From an optimization exercise on the open Yosys and OpenROAD flow, aimed at small area; shortcuts taken in it are not production practice. In this exercise RTL edits were held to simulation tests only and were not proved equivalent to the original. Power figures rest on the tool's default switching activity, not on a simulated workload.

Setup of build 51:
==> flow/design.v (excerpt) <==
module sidAudioPath (
  input  logic                   clk,
  input  logic                   rst,
  input  logic                   sampleValid,
  input  sidPkg::voice_t         voice0,
  input  sidPkg::voice_t         voice1,
  input  sidPkg::voice_t         voice2,
  input  logic [7:0]             env0,
  input  logic [7:0]             env1,
  input  logic [7:0]             env2,
  input  logic [3-1:0] filterRoute,
  input  sidPkg::filterMode_t    mode,
  input  logic [15:0]            coef,
  input  logic [3:0]             volume,
  output sidPkg::sample_t        audioOut,
  output logic                   audioValid
);
clock: 25.0 ns
lec_check: 0
cap_margin: 0
core_margin: 2
core_utilization: 40
cts_buf_list: sky130_fd_sc_hd__clkbuf_4
slew_margin: 0
standard.sh (not shown) runs the stock make flow with config.mk's settings and CLKGATE_MAP_FILE= SYNTH_SCRIPT=/design/flow/synth_recipe.tcl, a recipe that flattens the netlist after the stock synthesis.
==> flow/flow/run.sh <==
#!/bin/bash
# Standard ORFS layout (standard.sh) with these changes:
#  - synthesis: flow/synth.tcl, the standard flow's synthesis script without the quick ABC pass before the
#    adder extraction and with an area-oriented final ABC
#    mapping (flow/area.abc); flip-flops are mapped before that step, as in the standard one
#  - port buffers use the smallest buffer, sky130_fd_sc_hd__buf_1 (every port is still buffered)
#  - clock tree synthesis with a clkbuf_8 root, clkbuf_4 leaves and no dummy loads
# The make output goes to flow_make.log; ORFS writes each tool's log under orfs/logs/.
set -euo pipefail
here=$(pwd)
export MY_ABC_SCRIPT="$here/flow/area.abc"
export BUFFER_PORTS_ARGS="-buffer_cell sky130_fd_sc_hd__buf_1"
export CTS_ARGS="-sink_clustering_enable -repair_clock_nets -root_buf sky130_fd_sc_hd__clkbuf_8 -buf_list sky130_fd_sc_hd__clkbuf_4 -dont_use_dummy_load"
bash standard.sh SYNTH_SCRIPT="$here/flow/synth.tcl" finish > flow_make.log 2>&1
==> flow/flow/area.abc <==
strash
dch
amap -m
strash
dch
amap -m
topo
dnsize -c
==> flow/flow/synth.tcl <==
# The standard flow's synthesis script (synth_recipe.tcl) with two changes to the combinational mapping:
#  - the fine stage of Yosys's synth runs without its quick ABC pass (-noabc), so that
#    extract_fa still finds the ripple adders' full adders;
#  - the final ABC technology mapping, which runs after the flip-flops are mapped, uses
#    flow/area.abc (area-oriented mapping with amap) in place of ORFS's delay-oriented script.
# The registers (names and cells) are the standard synthesis's.
proc synth {args} {
  if { [lsearch -exact $args fine:] >= 0 } { lappend args -noabc }
  yosys synth -nofsm -noshare {*}$args
}
proc abc {args} {
  set i [lsearch -exact $args -script]
  if { $i >= 0 } { lset args [expr {$i + 1}] $::env(MY_ABC_SCRIPT) }
  yosys abc {*}$args
}
source $::env(SCRIPTS_DIR)/synth.tcl
# left out here: clear keep_hierarchy, flatten, clean up, hide names made inside functions, write 1_2_yosys.v
In summary, build 51 completed successfully, with a layout that passed the timing, design-rule and antenna checks.
The following lists how build 54 was set up differently from build 51:
Settings: GPL_TIMING_DRIVEN now 0, previously not set; CTS_BUF_LIST no longer set, was sky130_fd_sc_hd__clkbuf_4.
==> flow/flow/area.abc <==
strash
dch
amap -m -F 8 -A 8
strash
dch
amap -m -F 8 -A 8
topo
dnsize -c
[summary]
Build 54 against build 51: layout overhead on the synthesized area saw an increase; cell area now sits at about the same level; global routing met2 resource utilization -1.4 points.
The inputs of build 21 differ from those of build 54 as listed below.
Settings: GPL_TIMING_DRIVEN no longer set, was 0; CTS_BUF_LIST now sky130_fd_sc_hd__clkbuf_4, previously not set.
--- outcome ---
Fraction of final layout cells sized beyond drive strength 1 (lower): build 21
Comparing the two runs side by side, build 21 comes out ahead of build 54 on setup skew after layout.
Build 21 vs build 54: fraction of standard cell area that is sequential up
Compared with build 54, build 21 shows a share of the cycle needed by the critical path after routing that is 0.85 points lower.
The clock-cell share of area on build 21 is in line with that on build 54.
~same initial core utilization in build 54 and build 21
Final weighted congestion in routability-driven placement across build 54 and build 21: no real change.
Comparing build 54 with build 21, the required time of the critical path came out essentially unchanged.
Higher routed wire length was reported by build 54, not build 21.
Re global-route wire length before repair: build 54 and build 21 aren't equal, and the higher value belongs to build 54.

* * *

Another version of the RTL of sidAudioPath (not shown whole).
Size in the first run: ~560 cells after synthesis, about 120 flip-flops, roughly 6900 sq um of cells after synthesis.
==> flow/config.mk <==
export PLATFORM = sky130hd
export DESIGN_NAME = sidAudioPath
export DESIGN_NICKNAME = sidAudioPath
export VERILOG_FILES = /design/flow/design.v
export SDC_FILE = /design/flow/constraint.sdc
export NUM_CORES = 4
export LEC_CHECK = 0
export CAP_MARGIN = 20
export CORE_MARGIN = 2
export CORE_UTILIZATION = 40
export CTS_BUF_LIST = sky130_fd_sc_hd__clkbuf_4
export GPL_TIMING_DRIVEN = 0
export SLEW_MARGIN = 20
==> flow/constraint.sdc <==
create_clock -name core_clock -period 25.0 [get_ports {clk}]
set_input_delay 5.0000 -clock core_clock [delete_from_list [all_inputs] [get_ports {clk}]]
set_output_delay 5.0000 -clock core_clock [all_outputs]
set_load 0.01 [all_outputs]
==> flow/flow/run.sh <==
#!/bin/bash
# Standard ORFS layout (standard.sh) with two placement/CTS arguments changed:
#  - port buffers use the smallest buffer, sky130_fd_sc_hd__buf_1 (every port is still buffered)
#  - clock tree synthesis with clkbuf_4 and without dummy loads
set -euo pipefail
export BUFFER_PORTS_ARGS="-buffer_cell sky130_fd_sc_hd__buf_1"
export CTS_ARGS="-sink_clustering_enable -repair_clock_nets -buf_list sky130_fd_sc_hd__clkbuf_4 -dont_use_dummy_load"
bash standard.sh finish > flow_make.log 2>&1
The baseline finished with timing, DRC and antenna clean.
Change:
Settings changed: CAP_MARGIN 20 to 0, GPL_TIMING_DRIVEN 0 to unset, SLEW_MARGIN 20 to 0.
The new run ran to the end with no violations. Worst setup slack is better by 0.13 ns. Combinational power came out lower by about 2%. Power came out lower by 1.3%. Die area does not change. Routed wire length came out lower by 6.1%. Core utilization came out lower by 1.0 points. First-iteration DRC count came out lower by 12%. Fmax came out higher by 0.51%. Final cell count came out lower by 0.77%. Global-route usage came out lower by 0.86 points.

* * *

== run B ==
sidAudioPath, a different RTL version from the one above (not shown whole).
Size in the first run: about 120 flip-flops.
clock: 25.0 ns
lec_check: 0
cap_margin: 0
core_margin: 2
core_utilization: 40
cts_buf_list: sky130_fd_sc_hd__clkbuf_4
slew_margin: 0
==> flow/flow/run.sh <==
#!/bin/bash
# Standard ORFS layout (standard.sh) with two placement/CTS arguments changed:
#  - port buffers use the smallest buffer, sky130_fd_sc_hd__buf_1 (every port is still buffered)
#  - clock tree synthesis with clkbuf_4 and without dummy loads
set -euo pipefail
export BUFFER_PORTS_ARGS="-buffer_cell sky130_fd_sc_hd__buf_1"
export CTS_ARGS="-sink_clustering_enable -repair_clock_nets -buf_list {sky130_fd_sc_hd__clkbuf_4 sky130_fd_sc_hd__clkbuf_8} -dont_use_dummy_load"
bash standard.sh finish > flow_make.log 2>&1
--- input diff run B..run E ---
diff --git a/flow/flow/run.sh b/flow/flow/run.sh
--- a/flow/flow/run.sh
+++ b/flow/flow/run.sh
@@ -6,3 +6,3 @@
 export BUFFER_PORTS_ARGS="-buffer_cell sky130_fd_sc_hd__buf_1"
-export CTS_ARGS="-sink_clustering_enable -repair_clock_nets -buf_list {sky130_fd_sc_hd__clkbuf_4 sky130_fd_sc_hd__clkbuf_8} -dont_use_dummy_load"
+export CTS_ARGS="-sink_clustering_enable -repair_clock_nets -buf_list sky130_fd_sc_hd__clkbuf_8 -dont_use_dummy_load"
 bash standard.sh finish > flow_make.log 2>&1
On placed wire-length estimate after detailed placement, run B and run E are neck and neck. As far as portion of total power attributed to combinational logic is concerned, run E and run B perform about the same. Re number of multi-input combinational cells in the layout: no difference whatsoever between run E and run B.

* * *

Another version of the RTL of sidAudioPath (not shown whole).
Size in the first run: roughly 120 flip-flops, about 0.0071 sq mm of cells after synthesis.
Design sidAudioPath, start of the top module:
module sidAudioPath (
  input  logic                   clk,
  input  logic                   rst,
  input  logic                   sampleValid,
  input  sidPkg::voice_t         voice0,
  input  sidPkg::voice_t         voice1,
  input  sidPkg::voice_t         voice2,
  input  logic [7:0]             env0,
  input  logic [7:0]             env1,
  input  logic [7:0]             env2,
  input  logic [3-1:0] filterRoute,
  input  sidPkg::filterMode_t    mode,
  input  logic [15:0]            coef,
  input  logic [3:0]             volume,
  output sidPkg::sample_t        audioOut,
  output logic                   audioValid
);
  logic [11:0] v0, v1, v2;
  logic [7:0]  e0, e1, e2;    
  logic [2:0]  route;
  logic        busy;
  logic [4:0]  step;
  logic signed [15:0] H;      
  logic signed [17:0] acc;    
  logic signed [15:0] lp;     
  logic [1:0] nF;             
  logic [4:0] xStep, pStep, dRel;
  logic       inF, inFilt, isP, inD, inVol, isVoice;
  logic       opFirst, accStep, filtLast, cStep;
  logic [1:0] ord;            
  logic [2:0] grp;            
  logic [1:0] vIdx;
  logic [2:0] filtPair;
  assign nF      = {1'b0, route[0]} + {1'b0, route[1]} + {1'b0, route[2]};
  assign xStep   = {1'b0, nF, 2'b00};
  assign pStep   = xStep + 5'd9;
  assign dRel    = step - xStep - 5'd10;
  assign inF     = step < xStep;
  assign inFilt  = (step > xStep) && (step < pStep);
  assign isP     = step == pStep;
  assign inD     = (step > pStep) && (step < 5'd22);
  assign inVol   = step >= 5'd22;
  assign isVoice = inF | inD;
  assign cStep   = step == pStep + 5'd1;
  assign filtLast = step == pStep - 5'd1;
  ...
make LEC_CHECK=0 CAP_MARGIN=20 CORE_MARGIN=2 CORE_UTILIZATION=40 CTS_BUF_LIST=sky130_fd_sc_hd__clkbuf_4 CTS_CLUSTER_SIZE=30 SLEW_MARGIN=20 finish   # period 25.0 ns
run.sh (not shown) runs the stock make flow with config.mk's settings and CLKGATE_MAP_FILE= SYNTH_SCRIPT=/design/flow/synth_recipe.tcl, a recipe that flattens the netlist after the stock synthesis.
Stock flow here: none of the scripts above is used.
Change:
CTS_BUF_LIST = unset   (was sky130_fd_sc_hd__clkbuf_4)
CTS_CLUSTER_SIZE = unset   (was 30)
After rerunning: Cell area increases by a few percent. Non-clock buffer count does not change. Routed wire length increases slightly. Hold slack gets worse by 9.3 ps. Global-route usage increases by 0.26 points. Final cell count stays the same.
Change:
CORE_UTILIZATION = 75   (was 40)
PLACE_DENSITY = 0.85   (was unset)
With this change the flow aborted during global routing (GRT-0232); synthesized cell count is unchanged; synthesized area does not change.
Change:
CAP_MARGIN = 0   (was 20)
CORE_UTILIZATION = 40   (was 75)
CTS_BUF_LIST = sky130_fd_sc_hd__clkbuf_4   (was unset)
PLACE_DENSITY = unset   (was 0.85)
SLEW_MARGIN = 0   (was 20)
Outcome: Now the flow ran to the end with no violations; synthesized cell count is unchanged; area after synthesis is unchanged.

* * *

Setup of the reference run:
Another version of the RTL of sidAudioPath (not shown whole).
For scale: roughly 540 cells after synthesis, ~110 I/O pins, about 0.0060 sq mm of cells after synthesis.
export LEC_CHECK = 0
export CAP_MARGIN = 0
export CORE_MARGIN = 2
export CORE_UTILIZATION = 40
export GPL_TIMING_DRIVEN = 0
export SLEW_MARGIN = 0
create_clock -name core_clock -period 25.0 [get_ports {clk}]
standard.sh (not shown) runs the stock make flow with config.mk's settings and CLKGATE_MAP_FILE= SYNTH_SCRIPT=/design/flow/synth_recipe.tcl, a recipe that flattens the netlist after the stock synthesis.
==> flow/flow/run.sh <==
#!/bin/bash
# Standard ORFS layout (standard.sh) with these changes:
#  - synthesis: flow/synth.tcl, the standard flow's synthesis script without the quick ABC pass before the
#    adder extraction and with an area-oriented final ABC
#    mapping (flow/area.abc); flip-flops are mapped before that step, as in the standard one
#  - port buffers use the smallest buffer, sky130_fd_sc_hd__buf_1 (every port is still buffered)
#  - clock tree synthesis with a clkbuf_8 root, clkbuf_4 leaves and no dummy loads
# The make output goes to flow_make.log; ORFS writes each tool's log under orfs/logs/.
set -euo pipefail
here=$(pwd)
export MY_ABC_SCRIPT="$here/flow/area.abc"
export BUFFER_PORTS_ARGS="-buffer_cell sky130_fd_sc_hd__buf_1"
export CTS_ARGS="-sink_clustering_enable -repair_clock_nets -root_buf sky130_fd_sc_hd__clkbuf_8 -buf_list sky130_fd_sc_hd__clkbuf_4 -dont_use_dummy_load"
bash standard.sh SYNTH_SCRIPT="$here/flow/synth.tcl" finish > flow_make.log 2>&1
==> flow/flow/area.abc <==
strash
dch
amap -m -F 8 -A 8
strash
dch
amap -m -F 8 -A 8
topo
dnsize -c
Scripts as last shown in full above: flow/flow/synth.tcl
Relative to the reference run, the following input files were edited for the trial run:
Settings: setting CTS_BUF_LIST to sky130_fd_sc_hd__clkbuf_4 for the first time; removing GPL_TIMING_DRIVEN (formerly 0).
-- flow/flow/run.sh --
<<< the reference run, line 11
export MY_ABC_SCRIPT="$here/flow/area.abc"
export BUFFER_PORTS_ARGS="-buffer_cell sky130_fd_sc_hd__buf_1"
export CTS_ARGS="-sink_clustering_enable -repair_clock_nets -root_buf sky130_fd_sc_hd__clkbuf_8 -buf_list sky130_fd_sc_hd__clkbuf_4 -dont_use_dummy_load"
bash standard.sh SYNTH_SCRIPT="$here/flow/synth.tcl" finish > flow_make.log 2>&1
>>> the trial run, line 11
export MY_ABC_SCRIPT="$here/flow/area.abc"
export BUFFER_PORTS_ARGS="-buffer_cell sky130_fd_sc_hd__buf_1"
export CTS_ARGS="-repair_clock_nets -root_buf sky130_fd_sc_hd__clkbuf_8 -buf_list sky130_fd_sc_hd__clkbuf_4 -dont_use_dummy_load"
bash standard.sh SYNTH_SCRIPT="$here/flow/synth.tcl" finish > flow_make.log 2>&1
[summary]
As far as instance count of the mapped netlist goes, the reference run and the trial run are indistinguishable; the numbers are identical. Between the reference run and the trial run, the core utilization does not differ in any meaningful way. As far as mean area per synthesized cell goes, the trial run and the reference run are indistinguishable; the numbers are identical. Relative to the reference run, the share of total power in the clock network of the trial run is lower by 0.2 points. Minimum clock period after layout, the trial run and the reference run, lower one = the trial run.

* * *

The RTL this note starts from:
==> flow/design.v <==
package sidPkg;
  typedef enum logic [1:0] {
    modeBypass   = 2'd0,   
    modeLowpass  = 2'd1,   
    modeHighpass = 2'd2    
  } filterMode_t;
  typedef logic signed [15:0] sample_t;   
  typedef logic signed [16:0] wide_t;     
  typedef logic signed [11:0] voice_t;    
  function automatic wide_t satWide(input logic signed [17:0] x);
    if (x[17] != x[16]) begin
      satWide = x[17] ? 17'h10000 : 17'h0ffff;   
    end else begin
      satWide = x[16:0];
    end
  endfunction
endpackage
`timescale 1ns/1ps
module sidAudioPath (
  input  logic                   clk,
  input  logic                   rst,
  input  logic                   sampleValid,
  input  sidPkg::voice_t         voice0,
  input  sidPkg::voice_t         voice1,
  input  sidPkg::voice_t         voice2,
  input  logic [7:0]             env0,
  input  logic [7:0]             env1,
  input  logic [7:0]             env2,
  input  logic [3-1:0] filterRoute,
  input  sidPkg::filterMode_t    mode,
  input  logic [15:0]            coef,
  input  logic [3:0]             volume,
  output sidPkg::sample_t        audioOut,
  output logic                   audioValid
);
  logic [11:0] v0, v1, v2;
  logic [7:0]  e0, e1, e2;    
  logic [2:0]  route;
  logic signed [15:0] H;      
  logic signed [17:0] acc;    
  logic signed [15:0] lp;     
  localparam logic [2:0] PH_F = 3'd0, PH_FILT = 3'd1, PH_P = 3'd2, PH_D = 3'd3, PH_VOL = 3'd4;
  logic [2:0] ph;
  logic [2:0] sc;             
  logic [2:0] left;           
  logic       busy, accPend, cPend;
  logic [2:0] rt;             
  logic [2:0] cand;           
  logic [2:0] vOne;           
  logic       inF, isX, inFilt, isP, inD, inVol, isVoice, run;
  logic       opFirst, voiceLast, accStep, filtLast, cStep;
  logic [2:0] filtPair;
  assign rt      = (filterRoute & {3{sampleValid}}) | (route & {3{~sampleValid}});
  assign cand    = left & ((ph == PH_D) ? ~rt : rt);
  assign vOne    = {cand[2] & ~cand[1] & ~cand[0], cand[1] & ~cand[0], cand[0]};
  assign isX     = (ph == PH_F) & (cand == 3'd0);
  assign inF     = (ph == PH_F) & ~isX;
  assign inFilt  = ph == PH_FILT;
  assign isP     = ph == PH_P;
  assign inD     = ph == PH_D;
  assign inVol   = ph == PH_VOL;
  assign isVoice = inF | inD;
  assign run     = busy | sampleValid;
  assign opFirst = sc == 3'd0;
  assign voiceLast = isVoice & (sc[1:0] == 2'd3);
  assign accStep = accPend;
  assign cStep   = cPend;
  assign filtLast = inFilt & (sc == 3'd7);
  assign filtPair = sc;
  always_ff @(posedge clk) begin
    if (rst | ~run) begin
      ph   <= PH_F;
      sc   <= '0;
      left <= 3'b111;
      busy <= 1'b0;
    end else begin
      busy    <= 1'b1;
      sc      <= sc + 3'd1;
      if (voiceLast) begin
        left <= left & ~vOne;
        sc   <= '0;
        if ((cand & ~vOne) == 3'd0) ph <= inF ? PH_F : PH_VOL;
      end
      if (isX) begin
        ph <= PH_FILT;
        sc <= '0;
      end
      if (filtLast) ph <= PH_P;
      if (isP) begin
        ph <= ((left & ~route) == 3'd0) ? PH_VOL : PH_D;
        sc <= '0;
      end
      if (inVol & sc[0]) begin
        ph   <= PH_F;
        sc   <= '0;
        left <= 3'b111;
        busy <= 1'b0;
      end
    end
  end
  always_ff @(posedge clk) begin
    accPend    <= run & voiceLast;
    cPend      <= run & isP;
    audioValid <= ~rst & busy & inVol & sc[0];
  end
  logic signed [17:0] aOp, bOp, sum, res;
  logic               cin, zero, clipOn;
  logic signed [15:0] clip;
  assign zero   = rst | sampleValid;
  assign clipOn = ~accStep | inVol;
  always_comb begin
    aOp = (isP | zero) ? {{2{lp[15]}}, lp} : acc;
    bOp = '0;
    cin = 1'b0;
    if (zero | inFilt) begin
      bOp = ~{{2{lp[15]}}, lp};
      cin = 1'b1;
    end else if (accStep | isP) begin
      bOp = {{2{H[15]}}, H};
    end
  end
  rca #(18) aluAdd (.a(aOp), .b(bOp), .cin(cin), .s(sum));
  always_comb begin
    if (clipOn && !sum[17] && (sum[16] || sum[15]))      res = 18'sh07fff;
    else if (clipOn && sum[17] && !(sum[16] && sum[15])) res = -18'sh08000;
    else                                                 res = sum;
  end
  assign clip = res[15:0];
  logic [11:0]        vSel;
  logic [7:0]         eSel;
  logic signed [15:0] M;
  logic [1:0]         bits;
  logic signed [15:0] hEff;
  logic signed [17:0] mExt, row1, engSum;
  logic signed [15:0] engOut;
  logic [11:0] v0n, v1n, v2n;
  logic [7:0]  e0n, e1n, e2n;
  assign v0n = (voice0 & {12{sampleValid}}) | (v0 & {12{~sampleValid}});
  assign v1n = (voice1 & {12{sampleValid}}) | (v1 & {12{~sampleValid}});
  assign v2n = (voice2 & {12{sampleValid}}) | (v2 & {12{~sampleValid}});
  assign e0n = sampleValid ? {env0[1:0], env0[7:2]} : {e0[1:0], e0[7:2]};
  assign e1n = sampleValid ? {env1[1:0], env1[7:2]} : {e1[1:0], e1[7:2]};
  assign e2n = sampleValid ? {env2[1:0], env2[7:2]} : {e2[1:0], e2[7:2]};
  always_comb begin
    vSel = ({12{vOne[0]}} & v0n) | ({12{vOne[1]}} & v1n) | ({12{vOne[2]}} & v2n);
    eSel = ({8{vOne[0]}} & e0n) | ({8{vOne[1]}} & e1n) | ({8{vOne[2]}} & e2n);
  end
  always_comb begin
    if (inF)         bits = eSel[7:6];
    else if (inD)    bits = eSel[3:2];            
    else if (inFilt) bits = coef[2*filtPair +: 2];
    else if (inVol)  bits = sc[0] ? volume[3:2] : volume[1:0];
    else             bits = 2'b00;
  end
  assign M      = isVoice ? {vSel, 4'b0000} : clip;
  assign hEff   = opFirst ? 16'sd0 : H;
  assign mExt   = {{2{M[15]}}, M};
  rca #(18) engAdd1 (.a({{2{hEff[15]}}, hEff}), .b(bits[0] ? mExt : 18'sd0), .cin(1'b0), .s(row1));
  rca #(18) engAdd2 (.a(row1), .b(bits[1] ? {mExt[16:0], 1'b0} : 18'sd0), .cin(1'b0), .s(engSum));
  assign engOut = engSum[17:2];
  always_ff @(posedge clk) begin
    v0    <= v0n;
    v1    <= v1n;
    v2    <= v2n;
    if (sampleValid) route <= filterRoute;
    e0    <= e0n;
    e1    <= e1n;
    e2    <= e2n;
    H <= engOut;
  end
  always_ff @(posedge clk) begin
    if (sampleValid | accStep | (filtLast & (mode == 2'd2)) | (isP & (mode == 2'd1)) |
        (cStep & (mode[0] == mode[1]))) begin
      acc <= res;
    end
  end
  always_ff @(posedge clk) begin
    if (rst | isP) lp <= clip;
  end
  assign audioOut = H;
endmodule
module rca #(parameter int W = 16) (
  input  logic [W-1:0] a,
  input  logic [W-1:0] b,
  input  logic         cin,
  output logic [W-1:0] s
);
  logic [W:0] c;
  assign c[0] = cin;
  for (genvar i = 0; i < W; i++) begin : gBit
    assign s[i]   = a[i] ^ b[i] ^ c[i];
    assign c[i+1] = (a[i] & b[i]) | (a[i] & c[i]) | (b[i] & c[i]);
  end
endmodule
==> flow/config.mk <==
export PLATFORM = sky130hd
export DESIGN_NAME = sidAudioPath
export DESIGN_NICKNAME = sidAudioPath
export VERILOG_FILES = /design/flow/design.v
export SDC_FILE = /design/flow/constraint.sdc
export NUM_CORES = 4
export LEC_CHECK = 0
export CAP_MARGIN = 0
export CORE_MARGIN = 2
export CORE_UTILIZATION = 60
export CTS_BUF_LIST = sky130_fd_sc_hd__clkbuf_4
export PLACE_DENSITY = 0.75
export SLEW_MARGIN = 0
==> flow/constraint.sdc <==
create_clock -name core_clock -period 25.0 [get_ports {clk}]
set_input_delay 5.0000 -clock core_clock [delete_from_list [all_inputs] [get_ports {clk}]]
set_output_delay 5.0000 -clock core_clock [all_outputs]
set_load 0.01 [all_outputs]
==> flow/flow/run.sh <==
#!/bin/bash
# Standard ORFS layout (standard.sh) with these changes:
#  - synthesis: flow/synth.tcl, the standard flow's synthesis script without the quick ABC pass before the
#    adder extraction and with an area-oriented final ABC
#    mapping (flow/area.abc); flip-flops are mapped before that step, as in the standard one
#  - port buffers use the smallest buffer, sky130_fd_sc_hd__buf_1 (every port is still buffered)
#  - clock tree synthesis with a clkbuf_8 root, clkbuf_4 leaves and no dummy loads
# The make output goes to flow_make.log; ORFS writes each tool's log under orfs/logs/.
set -euo pipefail
here=$(pwd)
export MY_ABC_SCRIPT="$here/flow/area.abc"
export BUFFER_PORTS_ARGS="-buffer_cell sky130_fd_sc_hd__buf_1"
export CTS_ARGS="-sink_clustering_enable -repair_clock_nets -root_buf sky130_fd_sc_hd__clkbuf_8 -buf_list sky130_fd_sc_hd__clkbuf_4 -dont_use_dummy_load"
bash standard.sh SYNTH_SCRIPT="$here/flow/synth.tcl" finish > flow_make.log 2>&1
Scripts as last shown in full above: flow/flow/area.abc, flow/flow/synth.tcl
The first run went through all stages and came out clean.
Next try:
--- a/flow/flow/run.sh
+++ b/flow/flow/run.sh
@@ -11,4 +11,5 @@
 export MY_ABC_SCRIPT="$here/flow/area.abc"
 export BUFFER_PORTS_ARGS="-buffer_cell sky130_fd_sc_hd__buf_1"
+export DONT_USE_CELLS="sky130_fd_sc_hd__buf_4 sky130_fd_sc_hd__buf_6 sky130_fd_sc_hd__buf_8 sky130_fd_sc_hd__buf_12 sky130_fd_sc_hd__buf_16"
 export CTS_ARGS="-sink_clustering_enable -repair_clock_nets -root_buf sky130_fd_sc_hd__clkbuf_8 -buf_list sky130_fd_sc_hd__clkbuf_4 -dont_use_dummy_load"
 bash standard.sh SYNTH_SCRIPT="$here/flow/synth.tcl" finish > flow_make.log 2>&1
CORE_UTILIZATION = 40   (was 60)
PLACE_DENSITY = default   (was 0.75)
- The new run completed with no timing, DRC or antenna violations
- die area rises by 48%
- final cell count increases by 6.3%
- register-to-register slack gets worse by 370 ps
- area after synthesis stays the same
- flip-flop and latch count is unchanged
- routed wire length went up by 9.0%
- utilization came out lower by 23 points
Next try:
--- a/flow/flow/run.sh
+++ b/flow/flow/run.sh
@@ -11,5 +11,4 @@
 export MY_ABC_SCRIPT="$here/flow/area.abc"
 export BUFFER_PORTS_ARGS="-buffer_cell sky130_fd_sc_hd__buf_1"
-export DONT_USE_CELLS="sky130_fd_sc_hd__buf_4 sky130_fd_sc_hd__buf_6 sky130_fd_sc_hd__buf_8 sky130_fd_sc_hd__buf_12 sky130_fd_sc_hd__buf_16"
-export CTS_ARGS="-sink_clustering_enable -repair_clock_nets -root_buf sky130_fd_sc_hd__clkbuf_8 -buf_list sky130_fd_sc_hd__clkbuf_4 -dont_use_dummy_load"
+export CTS_ARGS="-sink_clustering_enable -repair_clock_nets -root_buf sky130_fd_sc_hd__clkbuf_8 -buf_list sky130_fd_sc_hd__clkbuf_8 -dont_use_dummy_load -sink_clustering_size 32 -sink_clustering_max_diameter 300 -sink_clustering_levels 1"
 bash standard.sh SYNTH_SCRIPT="$here/flow/synth.tcl" finish > flow_make.log 2>&1
The new run completed with no timing, DRC or antenna violations. Final area rises slightly. Power rises by a few percent. Wire length rises slightly. Worst setup slack is about the same. Area after synthesis stays the same. Non-clock buffer count stays the same. Clock power rises by a quarter to a third. Core utilization rises by 0.69 points.

## separate check: timing with driven ports
No port has a modelled driver above. Below, the same layouts with a new extraction and two added sets of constraints.
Step 1: set_driving_cell puts a clkbuf_16 on clk and a buf_2 on each other input, an assumption about the parent block.
Step 2 times the ports against the registers' clock, not the clock port: input delays grow and output delays shrink by t, the midpoint of the rising clock arrivals with the driver on.
Three values: ideal, step 1, step 2; two values: the first two.
run | t, ns | setup WS [ns] | latest minus earliest clock arrival (ns)
build 51 | 0.433 | 0.959 / 0.973 / 0.539 | 0.054 / 0.053
build 54 | 0.435 | 0.859 / 0.875 / 0.439 | 0.035 / 0.035
build 21 | 0.444 | 1.072 / 1.090 / 0.646 | 0.038 / 0.037
the first run of note 2 | 0.547 | 0.375 / 0.328 / 0.328 | 0.037 / 0.036
the second run of note 2 | 0.526 | 0.501 / 0.477 / 0.477 | 0.037 / 0.037
run B | 0.458 | 2.404 / 2.422 / 1.964 | 0.028 / 0.028
run E | 0.458 | 2.404 / 2.422 / 1.964 | 0.028 / 0.028
the first run of note 4 | 0.575 | 0.855 / 0.820 / 1.395 | 0.021 / 0.021
the second run of note 4 | 0.458 | 1.009 / 0.968 / 1.426 | 0.010 / 0.010
the fourth run of note 4 | 0.575 | 0.855 / 0.820 / 1.395 | 0.021 / 0.021
the reference run | 0.441 | 0.945 / 0.963 / 0.522 | 0.040 / 0.040
the trial run | 0.434 | 2.323 / 2.336 / 1.902 | 0.045 / 0.046
the first run of note 6 | 0.424 | 2.173 / 2.183 / 1.759 | 0.037 / 0.037
the second run of note 6 | 0.434 | 2.323 / 2.336 / 1.902 | 0.045 / 0.046
the third run of note 6 | 0.457 | 2.321 / 2.334 / 1.877 | 0.029 / 0.029
After both steps every run listed still meets setup and hold. For the third run of note 6, which loses most, drivers alone change the setup slack by +0.013 ns; drivers and shift together by -0.444 ns.
